This is an optimization exercise on Yosys and OpenROAD, whose aim is small area, a short achievable clock period and few clock cycles per item, not a production implementation.
At most, simulation tests tie the RTL to the original design; equivalence was not proved.
No functional check of the RTL was part of run 2.

## flow/design.v (module list and top-level ports; edited modules follow where they fit)
// module fmul_fa: 10 lines
// module fmul_ha: 9 lines
// module fmul_bsel: 10 lines
// module fmul_top: 1231 lines
module fmul_top (
  input  logic        clk,
  input  logic        rst_n,
  input  logic [31:0] op_a,
  input  logic [31:0] op_b,
  input  logic        start,
  input  logic        ready_in,
  output logic        valid_out,
  output logic        ready_out,
  output logic [31:0] result,
  output logic [3:0]  flags
);
  // ...
==> flow/flow/run.sh <==
#!/bin/bash
# The standard layout (the standard.sh: ORFS synthesis to finish), with the
# ports buffered by sky130_fd_sc_hd__buf_2 instead of the flow's default pick.
set -euo pipefail
bash standard.sh 'BUFFER_PORTS_ARGS=-buffer_cell sky130_fd_sc_hd__buf_2' RECOVER_POWER=100 finish > orfs_make.log 2>&1
==> flow/standard.sh <==
#!/bin/bash
# synth_recipe.tcl (not shown) runs the flow's synth.tcl, then flattens the netlist and writes it again
# the make line also repeats each setting of config.mk as NAME=value (left out here)
make -C /OpenROAD-flow-scripts/flow DESIGN_CONFIG=/design/flow/config.mk WORK_HOME=/design/flow/orfs CLKGATE_MAP_FILE= SYNTH_SCRIPT=/design/flow/synth_recipe.tcl "${@:-finish}"
==> flow/config.mk <==
export PLATFORM = sky130hd
export DESIGN_NAME = fmul_top
export DESIGN_NICKNAME = fmul_top
export VERILOG_FILES = /design/flow/design.v
export SDC_FILE = /design/flow/constraint.sdc
export NUM_CORES = 4
export LEC_CHECK = 0
export ABC_CLOCK_PERIOD_IN_PS = 3500
export CAP_MARGIN = 20
export CORE_MARGIN = 2
export CORE_UTILIZATION = 40
export SETUP_SLACK_MARGIN = 4.4
export SLEW_MARGIN = 20
export SYNTH_HIERARCHICAL = 1
export SYNTH_MINIMUM_KEEP_SIZE = 0
export TNS_END_PERCENT = 0
==> flow/constraint.sdc <==
create_clock -name core_clock -period 8.0 [get_ports {clk}]
set_input_delay 1.6000 -clock core_clock [delete_from_list [all_inputs] [get_ports {clk}]]
set_output_delay 1.6000 -clock core_clock [all_outputs]
set_load 0.01 [all_outputs]
==> summary.txt, run 1 <==
EDFF count, synth=around 220; Clock-cell share=between 2 and 3%; post-CTS setup repair buffer count=39; Setup TNS=0 ns; status=complete, but fails checks; critical setup path kind=input port to flip-flop; R2R cell count=7; CTS Buf Count=26; # Max-Cap Violations=5; Syn Inst Count=about 2200; Synth area leader=edfxtp_1; Final Cell Area=29000 µm²; NonClk Buf Share=just under 5%; Synth Area in XOR/XNOR=13.2%; Multi-input gate area=between 15000 and 20000 µm²; final core occ=a little under half; most common cell after layout, fill and taps aside=xnor2_1; #MultiIn Comb=1843; worst path buffer plus inverter count=3; layout cells sized above 1=~24%; max-slew violations=around 220; die area=roughly 65000 µm²; Vias/cell=between 5 and 6; CP peak stage delay=2.81 ns; wire per inst=between 20 and 25 µm; CP startpoint kind=input port; Failed Checks=capacitance limit, slew limit; std cell rows=92; worst setup margin=about 2.4 ns
Testbench counts, summed over its fixed seeds: cycles 8,024, items 8,000.
==> inputs of run 2 (changes only) <==
--- a/flow/design.v
+++ b/flow/design.v
@@ -1190,24 +1190,275 @@
   logic        p47;
   logic [23:0] k1, k0, i1, i0;
   logic        g1, g0, t1, t0, r1, r0, c1, c0;
   logic [22:0] mant;
   logic [9:0]  e0, e1, e2;
   logic        of0, of1, of2, uf0, uf1, uf2;
   logic        inc2, inc1, of, uf, nx;
   logic [7:0]  ee;
-  assign prod = s2_sa + s2_sb;
+  logic [47:0] cp, cg, cor, zd;
+  logic        st22, st23;
+  assign cp  = s2_sa ^ s2_sb;
+  assign cg  = s2_sa & s2_sb;
+  assign cor = s2_sa | s2_sb;
+  assign zd  = cp ^ {cor[46:0], 1'b0};
+  assign st22 = |zd[21:0];
+  assign st23 = |zd[22:0];
+  logic pg1, pp_1;
+  assign pg1 = cg[21] | (cp[21] & cg[20]);
+  assign pp_1 = cp[21] & cp[20];
+  logic pg2, pp_2;
+  assign pg2 = pg1 | (pp_1 & cg[19]);
+  assign pp_2 = pp_1 & cp[19];
+  logic pg3, pp_3;
+  assign pg3 = cg[18] | (cp[18] & cg[17]);
+  assign pp_3 = cp[18] & cp[17];
+  logic pg4, pp_4;
+  assign pg4 = pg3 | (pp_3 & cg[16]);
+  assign pp_4 = pp_3 & cp[16];
+  logic pg5, pp_5;
+  assign pg5 = pg2 | (pp_2 & pg4);
+  assign pp_5 = pp_2 & pp_4;
+  logic pg6, pp_6;
+  assign pg6 = cg[15] | (cp[15] & cg[14]);
+  assign pp_6 = cp[15] & cp[14];
+  logic pg7, pp_7;
+  assign pg7 = pg6 | (pp_6 & cg[13]);
+  assign pp_7 = pp_6 & cp[13];
+  logic pg8, pp_8;
+  assign pg8 = cg[12] | (cp[12] & cg[11]);
+  assign pp_8 = cp[12] & cp[11];
+  logic pg9, pp_9;
+  assign pg9 = pg7 | (pp_7 & pg8);
+  assign pp_9 = pp_7 & pp_8;
+  logic pg10, pp_10;
+  assign pg10 = pg5 | (pp_5 & pg9);
+  assign pp_10 = pp_5 & pp_9;
+  logic pg11, pp_11;
+  assign pg11 = cg[10] | (cp[10] & cg[9]);
+  assign pp_11 = cp[10] & cp[9];
+  logic pg12, pp_12;
+  assign pg12 = pg11 | (pp_11 & cg[8]);
+  assign pp_12 = pp_11 & cp[8];
+  logic pg13, pp_13;
+  assign pg13 = cg[7] | (cp[7] & cg[6]);
+  assign pp_13 = cp[7] & cp[6];
+  logic pg14, pp_14;
+  assign pg14 = pg13 | (pp_13 & cg[5]);
+  assign pp_14 = pp_13 & cp[5];
+  logic pg15, pp_15;
+  assign pg15 = pg12 | (pp_12 & pg14);
+  assign pp_15 = pp_12 & pp_14;
+  logic pg16, pp_16;
+  assign pg16 = cg[4] | (cp[4] & cg[3]);
+  assign pp_16 = cp[4] & cp[3];
+  logic pg17, pp_17;
+  assign pg17 = pg16 | (pp_16 & cg[2]);
+  assign pp_17 = pp_16 & cp[2];
+  logic pg18, pp_18;
+  assign pg18 = cg[1] | (cp[1] & cg[0]);
+  assign pp_18 = cp[1] & cp[0];
+  logic pg19, pp_19;
+  assign pg19 = pg17 | (pp_17 & pg18);
+  assign pp_19 = pp_17 & pp_18;
+  logic pg20, pp_20;
+  assign pg20 = pg15 | (pp_15 & pg19);
+  assign pp_20 = pp_15 & pp_19;
+  logic pg21, pp_21;
+  assign pg21 = pg10 | (pp_10 & pg20);
+  assign pp_21 = pp_10 & pp_20;
+  logic pg22;
+  assign pg22 = cg[22] | (cp[22] & pg21);
+  logic pg23, pp_23;
+  assign pg23 = cg[24] | (cp[24] & cg[23]);
+  assign pp_23 = cp[24] & cp[23];
+  logic pg24, pp_24;
+  assign pg24 = cg[26] | (cp[26] & cg[25]);
+  assign pp_24 = cp[26] & cp[25];
+  logic pg25, pp_25;
+  assign pg25 = cg[28] | (cp[28] & cg[27]);
+  assign pp_25 = cp[28] & cp[27];
+  logic pg26, pp_26;
+  assign pg26 = cg[30] | (cp[30] & cg[29]);
+  assign pp_26 = cp[30] & cp[29];
+  logic pg27, pp_27;
+  assign pg27 = cg[32] | (cp[32] & cg[31]);
+  assign pp_27 = cp[32] & cp[31];
+  logic pg28, pp_28;
+  assign pg28 = cg[34] | (cp[34] & cg[33]);
+  assign pp_28 = cp[34] & cp[33];
+  logic pg29, pp_29;
+  assign pg29 = cg[36] | (cp[36] & cg[35]);
+  assign pp_29 = cp[36] & cp[35];
+  logic pg30, pp_30;
+  assign pg30 = cg[38] | (cp[38] & cg[37]);
+  assign pp_30 = cp[38] & cp[37];
+  logic pg31, pp_31;
+  assign pg31 = cg[40] | (cp[40] & cg[39]);
+  assign pp_31 = cp[40] & cp[39];
+  logic pg32, pp_32;
+  assign pg32 = cg[42] | (cp[42] & cg[41]);
+  assign pp_32 = cp[42] & cp[41];
+  logic pg33, pp_33;
+  assign pg33 = cg[44] | (cp[44] & cg[43]);
+  assign pp_33 = cp[44] & cp[43];
+  logic pg34, pp_34;
+  assign pg34 = cg[46] | (cp[46] & cg[45]);
+  assign pp_34 = cp[46] & cp[45];
+  logic pg35;
+  assign pg35 = cg[23] | (cp[23] & pg22);
+  logic pg36;
+  assign pg36 = pg23 | (pp_23 & pg22);
+  logic pg37, pp_37;
+  assign pg37 = cg[27] | (cp[27] & pg24);
+  assign pp_37 = cp[27] & pp_24;
+  logic pg38, pp_38;
+  assign pg38 = pg25 | (pp_25 & pg24);
+  assign pp_38 = pp_25 & pp_24;
+  logic pg39, pp_39;
+  assign pg39 = cg[31] | (cp[31] & pg26);
+  assign pp_39 = cp[31] & pp_26;
+  logic pg40, pp_40;
+  assign pg40 = pg27 | (pp_27 & pg26);
+  assign pp_40 = pp_27 & pp_26;
+  logic pg41, pp_41;
+  assign pg41 = cg[35] | (cp[35] & pg28);
+  assign pp_41 = cp[35] & pp_28;
+  logic pg42, pp_42;
+  assign pg42 = pg29 | (pp_29 & pg28);
+  assign pp_42 = pp_29 & pp_28;
+  logic pg43, pp_43;
+  assign pg43 = cg[39] | (cp[39] & pg30);
+  assign pp_43 = cp[39] & pp_30;
+  logic pg44, pp_44;
+  assign pg44 = pg31 | (pp_31 & pg30);
+  assign pp_44 = pp_31 & pp_30;
+  logic pg45, pp_45;
+  assign pg45 = cg[43] | (cp[43] & pg32);
+  assign pp_45 = cp[43] & pp_32;
+  logic pg46, pp_46;
+  assign pg46 = pg33 | (pp_33 & pg32);
+  assign pp_46 = pp_33 & pp_32;
+  logic pg47, pp_47;
+  assign pg47 = cg[47] | (cp[47] & pg34);
+  assign pp_47 = cp[47] & pp_34;
+  logic pg48;
+  assign pg48 = cg[25] | (cp[25] & pg36);
+  logic pg49;
+  assign pg49 = pg24 | (pp_24 & pg36);
+  logic pg50;
+  assign pg50 = pg37 | (pp_37 & pg36);
+  logic pg51;
+  assign pg51 = pg38 | (pp_38 & pg36);
+  logic pg52, pp_52;
+  assign pg52 = cg[33] | (cp[33] & pg40);
+  assign pp_52 = cp[33] & pp_40;
+  logic pg53, pp_53;
+  assign pg53 = pg28 | (pp_28 & pg40);
+  assign pp_53 = pp_28 & pp_40;
+  logic pg54, pp_54;
+  assign pg54 = pg41 | (pp_41 & pg40);
+  assign pp_54 = pp_41 & pp_40;
+  logic pg55, pp_55;
+  assign pg55 = pg42 | (pp_42 & pg40);
+  assign pp_55 = pp_42 & pp_40;
+  logic pg56, pp_56;
+  assign pg56 = cg[41] | (cp[41] & pg44);
+  assign pp_56 = cp[41] & pp_44;
+  logic pg57, pp_57;
+  assign pg57 = pg32 | (pp_32 & pg44);
+  assign pp_57 = pp_32 & pp_44;
+  logic pg58, pp_58;
+  assign pg58 = pg45 | (pp_45 & pg44);
+  assign pp_58 = pp_45 & pp_44;
+  logic pg59, pp_59;
+  assign pg59 = pg46 | (pp_46 & pg44);
+  assign pp_59 = pp_46 & pp_44;
+  logic pg60;
+  assign pg60 = cg[29] | (cp[29] & pg51);
+  logic pg61;
+  assign pg61 = pg26 | (pp_26 & pg51);
+  logic pg62;
+  assign pg62 = pg39 | (pp_39 & pg51);
+  logic pg63;
+  assign pg63 = pg40 | (pp_40 & pg51);
+  logic pg64;
+  assign pg64 = pg52 | (pp_52 & pg51);
+  logic pg65;
+  assign pg65 = pg53 | (pp_53 & pg51);
+  logic pg66;
+  assign pg66 = pg54 | (pp_54 & pg51);
+  logic pg67;
+  assign pg67 = pg55 | (pp_55 & pg51);
+  logic pg68, pp_68;
+  assign pg68 = cg[45] | (cp[45] & pg59);
+  assign pp_68 = cp[45] & pp_59;
+  logic pg69, pp_69;
+  assign pg69 = pg34 | (pp_34 & pg59);
+  assign pp_69 = pp_34 & pp_59;
+  logic pg70, pp_70;
+  assign pg70 = pg47 | (pp_47 & pg59);
+  assign pp_70 = pp_47 & pp_59;
+  logic pg71;
+  assign pg71 = cg[37] | (cp[37] & pg67);
+  logic pg72;
+  assign pg72 = pg30 | (pp_30 & pg67);
+  logic pg73;
+  assign pg73 = pg43 | (pp_43 & pg67);
+  logic pg74;
+  assign pg74 = pg44 | (pp_44 & pg67);
+  logic pg75;
+  assign pg75 = pg56 | (pp_56 & pg67);
+  logic pg76;
+  assign pg76 = pg57 | (pp_57 & pg67);
+  logic pg77;
+  assign pg77 = pg58 | (pp_58 & pg67);
+  logic pg78;
+  assign pg78 = pg59 | (pp_59 & pg67);
+  logic pg79;
+  assign pg79 = pg68 | (pp_68 & pg67);
+  logic pg80;
+  assign pg80 = pg69 | (pp_69 & pg67);
+  logic pg81;
+  assign pg81 = pg70 | (pp_70 & pg67);
+  assign prod[22] = cp[22] ^ pg21;
+  assign prod[23] = cp[23] ^ pg22;
+  assign prod[24] = cp[24] ^ pg35;
+  assign prod[25] = cp[25] ^ pg36;
+  assign prod[26] = cp[26] ^ pg48;
+  assign prod[27] = cp[27] ^ pg49;
+  assign prod[28] = cp[28] ^ pg50;
+  assign prod[29] = cp[29] ^ pg51;
+  assign prod[30] = cp[30] ^ pg60;
+  assign prod[31] = cp[31] ^ pg61;
+  assign prod[32] = cp[32] ^ pg62;
+  assign prod[33] = cp[33] ^ pg63;
+  assign prod[34] = cp[34] ^ pg64;
+  assign prod[35] = cp[35] ^ pg65;
+  assign prod[36] = cp[36] ^ pg66;
+  assign prod[37] = cp[37] ^ pg67;
+  assign prod[38] = cp[38] ^ pg71;
+  assign prod[39] = cp[39] ^ pg72;
+  assign prod[40] = cp[40] ^ pg73;
+  assign prod[41] = cp[41] ^ pg74;
+  assign prod[42] = cp[42] ^ pg75;
+  assign prod[43] = cp[43] ^ pg76;
+  assign prod[44] = cp[44] ^ pg77;
+  assign prod[45] = cp[45] ^ pg78;
+  assign prod[46] = cp[46] ^ pg79;
+  assign prod[47] = cp[47] ^ pg80;
+  assign prod[21:0] = 22'd0;    
   assign p47  = prod[47];
   assign k1   = prod[47:24];
   assign g1   = prod[23];
-  assign t1   = |prod[22:0];
+  assign t1   = st23;
   assign k0   = prod[46:23];
   assign g0   = prod[22];
-  assign t0   = |prod[21:0];
+  assign t0   = st22;
   assign r1   = g1 & (t1 | k1[0]);
   assign r0   = g0 & (t0 | k0[0]);
   assign i1   = k1 + 24'd1;
   assign i0   = k0 + 24'd1;
   assign c1   = r1 & (&k1);
   assign c0   = r0 & (&k0);
   assign mant = p47 ? (r1 ? i1[22:0] : k1[22:0]) : (r0 ? i0[22:0] : k0[22:0]);
   assign nx   = p47 ? (g1 | t1) : (g0 | t0);
==> flow/run.sh (new file) <==
#!/bin/bash
# synth_recipe.tcl (not shown) runs the flow's synth.tcl, then flattens the netlist and writes it again
# the make line also repeats each setting of config.mk as NAME=value (left out here)
make -C /OpenROAD-flow-scripts/flow DESIGN_CONFIG=/design/flow/config.mk WORK_HOME=/design/flow/orfs CLKGATE_MAP_FILE= SYNTH_SCRIPT=/design/flow/synth_recipe.tcl finish
removed: flow/flow/run.sh
removed: flow/standard.sh
==> summary.txt, run 2 <==
status=complete, no violations; Ys Warns=7; Starting DRT DRC Count=about 1300; Port Buf Inserts=105; Vias=around 17000; grt ovf=0; worst-path fanout max=5; # IOs=around 110; Slowest-stage cell, CP=fa_2; EDFF count, synth=219 (unchanged); wire per inst=22.8 µm (-0.34%); Hold WC Path Type=flip-flop to flip-flop; smallest hold slack=around 0.4 ns; core area=about 60000 µm²; CP endpoint kind=flip-flop; Syn Inst Count=1963 (-9.8%); Crit. path cell count=27; Worst path top cell family by delay=compound AO/OA/AOI/OAI gates; Root Buffer=clkbuf_16; Synth cell types=75; Period minus WS final=5.85 ns; critical setup path kind=flip-flop to flip-flop; CTS H-Tree Depth=1; most common cell after layout, fill and taps aside=xnor2_1; # setup viols final=0; crit share post-route=between 70% and 80%; RSZ-0062 raised after global routing=yes; fmax=0.171 GHz; CP required=approximately 8.3 ns; Top FF cell, synth=edfxtp_1; GP Congestion=0.888; Biggest register=b2_r0; Synth area leader=edfxtp_1; post-synth top area share=27.3%; first-pass GRT wire length=roughly 110 mm; Setup TNS=0 ns (unchanged); reg2reg end=h_uf; CP peak stage delay=0.57 ns (-2.24 ns); worst r2r src=b2_r1[2]; clk_skew=~0.015 ns; Avg Cell Area, Syn=around 12 µm²; commonest cells in the netlist=xnor2_1 (354), a22oi_2 (264), fa_1 (260); dominant cells by area after synthesis=edfxtp_1 (27%), fa_1 (22%), a22oi_2 (14%); vias in the first global route=~18000; DIE HEIGHT=250 µm; CP Capture Point=h_uf; Seq/Total Area, Yosys=approximately 28%; First-pass DRT Iterations=5; CTS tree=built; final wirelength=67.7 mm; R2R cell count=27 (+20); count leader, synth=xnor2_1; worst path buffer plus inverter count=2 (-1); std cell rows=89 (-3.3%); crit-path most repeated cell=a21o_1; Final Hold Vio Count=0; max reg flops=48; Die Width=roughly 250 µm; area delta synth->final=15.1%; Final #Nets=~2600; DP HPWL=about 45 mm; die area=62300 µm² (-4.8%); max-slew violations=0 (-100%); crit path DAT=roughly 6 ns; Post-Syn Area=24100 µm²; layout cells sized above 1=19.9% (-4.2 points); fillers=roughly 5400; clk buf depth=3; initial core utilization=approximately 40%; CTS Buf Count=25 (-3.8%); DRC=0; Slew @ Worst Pin=0.894 ns; clock transition at the registers of the reported paths=around 0.060 ns; highest-count cells in the layout ignoring fill and taps=xnor2_1 (354), a22oi_2 (264), fa_1 (257); Hold-fix buffers, CTS=0; biggest regs=b2_r0 x48, b2_r1 x47; R2R setup slack=~2.2 ns; ANT cells=0; number of clock sinks=around 220; ys async rst share=between 1 and 1.5%; final core occ=46.8% (+0.67 points); Vias/cell=5.65 (-2.7%); clock latency (worst-skew pair)=0.56 ns; slew margin rel.=39.8%; largest net degree at the start of global routing=70; # Max-Cap Violations=0 (-5); initial antenna violation count=1; #FFs+latches synth=around 220; total global-route track usage=between 20% and 30%; post-detailed-route count of antenna-violating nets=0; CP startpoint kind=flip-flop; Critical Path Source=b2_r1[2]
-- run 2: final cells by class --
| type | instances | area, µm² | area share [%] |
|---|---|---|---|
| Multi-Input combinational cell | 1617 | 17100 | 61.7 |
| Sequential cell | 222 | 6650 | 24.0 |
| Timing Repair Buffer | 189 | 1690 | 6.07 |
| Tap cell | 773 | 967 | 3.48 |
| Clock buffer | 29 | 641 | 2.31 |
| Inverter | 121 | 454 | 1.64 |
| Clock inverter | 17 | 233 | 0.838 |
-- run 2: modules after synthesis (local to each module, per instance) --
| module | area [µm²] | copies in the design | flops+latches | cells inside |
|---|---|---|---|---|
| fmul_bsel | 21.3 | 264 | 0 | 2 |
| fmul_fa | 20.0 | 254 | 0 | 1 |
| fmul_ha | 12.5 | 31 | 0 | 1 |
| fmul_top | 13000 | 1 | 222 | 1150 |
-- run 2: metal layers --
layer  wire (µm)  vias to the layer above  GRT usage (%)
met5          13                        -              0
met4        1870                        2           6.37
met3        5140                      140           4.01
met2       30500                      665           34.5
met1       30200                     8469           30.2
li1            -                     7499              -
-- run 2: through the flow --
stage | std cells | cell area [µm²] | worst slack (ns)
after CTS | 2961 | 27700 | 2.06
after floorplan | 1985 | 24200 | 2.28
after global placement | 2900 | 26600 | 1.61
final | 2968 | 27800 | 2.15
after global routing | 2968 | 27800 | 1.83
after detailed placement | 2900 | 26600 | 1.41
-- run 2: timing repair --
item                       in CTS  in global routing
gates cloned                    1                  0
setup endpoints to repair     221                224
hold endpoints to repair        0                  0
resized for setup              16                 12
pin swaps                      18                 19
buffers inserted               14                  7
-- run 2: how the worst min path moves through the flow --
stage / cells after the start / from / endpoint
2_1_floorplan: 0 / b1_esum[0] / b2_esum[0]
3_3_place_gp: 0 / b2_spec / h_spec
3_5_place_dp: 0 / b2_spec / h_spec
4_1_cts: 0 / b1_esum[5] / b2_esum[5]
5_1_grt: 0 / b2_spec / h_spec
6_report: 0 / b1_esum[5] / b2_esum[5]
-- run 2: logic make-up (layout without fill, tap and decap cells) --
group | Yosys count | in the layout | share of synthesized area [%]
mux | 13 | 13 | 0.560
buf+inv | 146 | 356 | 2.32
xor+xnor | 413 | 413 | 15.1
other cells | 1 | 23 | 0.0156
compound gates | 444 | 444 | 18.7
flops | 222 | 222 | 27.6
fa+ha+maj | 391 | 391 | 28.4
simple gates | 333 | 333 | 7.38

==> port drivers added, routing unchanged <==
The flow's constraints put no driver on any port. The routed layouts listed below were extracted and timed again, unchanged, in two steps.
Step 1 (the two cells are an assumption about what drives the block):
set clk [get_ports {clk}]
set_driving_cell -lib_cell sky130_fd_sc_hd__clkbuf_16 $clk
set_driving_cell -lib_cell sky130_fd_sc_hd__buf_2 [delete_from_list [all_inputs] $clk]
Step 2 moves the port delays by t, midway between the first and last clock arrival at a register: inputs arrive t later, outputs are due t later. That takes back most of the time a late clock gives input paths.
Slacks: ideal / step 1 / step 2; pairs: ideal / step 1.
run	shift t [ns]	slack for setup (ns)	hold WS [ns]
run 1	0.615	2.448 / 2.480 / 1.865	0.418 / 0.418 / 0.418
run 2	0.611	2.151 / 2.151 / 2.151	0.411 / 0.411 / 0.411
The setup slack of run 1, which loses most, moves by +0.032 ns with the drivers and by -0.583 ns with both steps.
